From an optimization exercise on the open Yosys and OpenROAD flow, aimed at small area, a short achievable clock period and few clock cycles per item; shortcuts taken in it are not production practice.
Function was checked by simulation only, so behaviour that the tests miss may differ from the original.

==> flow/design.v (excerpt) <==
module mul_acc_nn
#(
  parameter int WIDTH = 64,
  parameter int DIGIT = 4
) (
  input  logic               clk,
  input  logic               rst,
  input  logic               start,
  input  logic [WIDTH-1:0]   ina,
  input  logic [WIDTH-1:0]   inb,
  input  logic               acc_en,
  input  logic [2*WIDTH-1:0] acc_in,
  output logic [2*WIDTH-1:0] result,
  output logic               carry,
  output logic               busy,
  output logic               done,
  output logic               ready_n
);
  localparam int K  = 16;
  localparam int NS = 4;
  localparam int RK = 16;
  localparam int ND = 8;
  localparam int SW = 68;
  localparam int XW = 84;
  localparam int CW = 3;
  logic          accept;
  logic          resolve;
  logic [CW-1:0] cnt;
  logic [63:0]   a_q;       
  logic [63:0]   l_q;       
  logic [63:0]   r_q;       
  logic [SW-1:0] s_q;       
  logic [SW-1:0] c_q;       
  logic [K-1:0]  ls_q;      
  logic [K-1:0]  lc_q;      
  logic          ci_q;      
  logic [ND-1:0] bneg_q, bone_q, btwo_q;   
  logic          b63_q;     
  logic [ND-1:0] nneg, none, ntwo;
  logic [K:0]    eb;
  logic [K-1:0]  kr_q, ka_q;   
  logic [K:0]    ebmask;    
  logic [64+2*K+1:0] rx, ax;
  logic [XW-1:0] xs, ys;
  logic [65:0] brow0;
  logic [65:0] brow1;
  logic [65:0] brow2;
  logic [65:0] brow3;
  logic [65:0] brow4;
  logic [65:0] brow5;
  logic [65:0] brow6;
  logic [65:0] brow7;
  logic h0_s, h0_c;
  logic h1_s, h1_c;
  logic f2_s, f2_c;
  logic h3_s, h3_c;
  logic f4_s, f4_c;
  logic h5_s, h5_c;
  logic f6_s, f6_c;
  logic h7_s, h7_c;
  logic f8_s, f8_c;
  logic h9_s, h9_c;
  logic f10_s, f10_c;
  logic h11_s, h11_c;
  logic f12_s, f12_c;
  logic h13_s, h13_c;
  logic f14_s, f14_c;
  logic h15_s, h15_c;
  logic f16_s, f16_c;
  logic h17_s, h17_c;
  logic f18_s, f18_c;
  logic h19_s, h19_c;
  logic f20_s, f20_c;
  logic h21_s, h21_c;
  logic f22_s, f22_c;
  logic h23_s, h23_c;
  logic f24_s, f24_c;
  logic h25_s, h25_c;
  logic f26_s, f26_c;
  logic h27_s, h27_c;
  logic f28_s, f28_c;
  logic h29_s, h29_c;
  logic f30_s, f30_c;
  logic h31_s, h31_c;
  ...
export LEC_CHECK = 0
export ABC_CLOCK_PERIOD_IN_PS = 3500
export CAP_MARGIN = 20
export CORE_MARGIN = 2
export CORE_UTILIZATION = 40
export PLACE_DENSITY = 0.6
export SLEW_MARGIN = 20
export SYNTH_HIERARCHICAL = 1
export SYNTH_MINIMUM_KEEP_SIZE = 0
create_clock -name core_clock -period 11.0 [get_ports {clk}]
standard.sh (not shown) runs the stock make flow with config.mk's settings and CLKGATE_MAP_FILE= SYNTH_SCRIPT=/design/flow/synth_recipe.tcl, a recipe that flattens the netlist after the stock synthesis.
==> flow/flow/run.sh <==
#!/bin/bash
# The standard layout (standard.sh), with three changes to how it is made:
#  - after synthesis, flow/downsize.tcl swaps the Booth select AOI cells to single drive;
#  - timing repair aims at a setup slack of SETUP_SLACK_MARGIN ns against the 11 ns clock,
#    so the resizer works toward a shorter period than the clock's;
#  - the ports are buffered by sky130_fd_sc_hd__buf_1 instead of the default delay buffer.
# The clock, the SDC and every other setting are the standard ones.  The make output goes
# to flow.log here; each ORFS step writes its own log under orfs/logs/.
set -euo pipefail
bash standard.sh SETUP_SLACK_MARGIN=7.5 \
  POST_SYNTH_TCL="$PWD/flow/downsize.tcl" \
  BUFFER_PORTS_ARGS="-buffer_cell sky130_fd_sc_hd__buf_1" finish > flow.log 2>&1
==> flow/flow/downsize.tcl <==
# Run after synthesis (POST_SYNTH_TCL): ABC maps the Booth select cell with a double-drive
# AOI; use the single-drive one.  Timing repair upsizes any instance that needs more.
set db [ord::get_db]
set from [$db findMaster sky130_fd_sc_hd__a22oi_2]
set to [$db findMaster sky130_fd_sc_hd__a22oi_1]
set n 0
foreach inst [[ord::get_db_block] getInsts] {
  if {[$inst getMaster] == $from} {
    $inst swapMaster $to
    incr n
  }
}
puts "downsize.tcl: $n a22oi_2 cells now a22oi_1"
Testbench counts at the start, summed over its fixed seeds: cycles 14,400, ops 2,400.
Next try:
--- a/flow/flow/run.sh
+++ b/flow/flow/run.sh
@@ -9,3 +9,3 @@
 set -euo pipefail
-bash standard.sh SETUP_SLACK_MARGIN=7.5 \
+bash standard.sh SETUP_SLACK_MARGIN=7.1 \
   POST_SYNTH_TCL="$PWD/flow/downsize.tcl" \
Settings changed: CORE_UTILIZATION 40 to 50, PLACE_DENSITY 0.6 to 0.65.
What happened:
- The new run went through all stages and came out clean
- worst setup slack is worse by 0.22 ns
- utilization came out higher by 8.1 points

[re-timing with driven ports]
The results above use ideal ports. As a check the final layouts listed here were re-extracted and re-timed, cells and wires unchanged.
Step 1, drivers: a clkbuf_16 drives clk and a buf_2 each remaining input, both assumed.
Step 2, shift: input delay + t, output delay - t, t = (earliest + latest rising clock arrival at the registers) / 2. This alone moves slack from input paths to output paths.
Three values: ideal ports, drivers, drivers and shift; two values: the first two.
run	shift t [ns]	setup slack, ns	cell pins on the clock port's net
the first run	0.718	7.318 / 7.289 / 6.778	1
the second run	0.727	7.097 / 7.129 / 6.421	1
After both steps setup and hold are still met in every run listed. The setup slack of the second run, which loses most, moves by +0.032 ns with the drivers and by -0.676 ns with both steps.
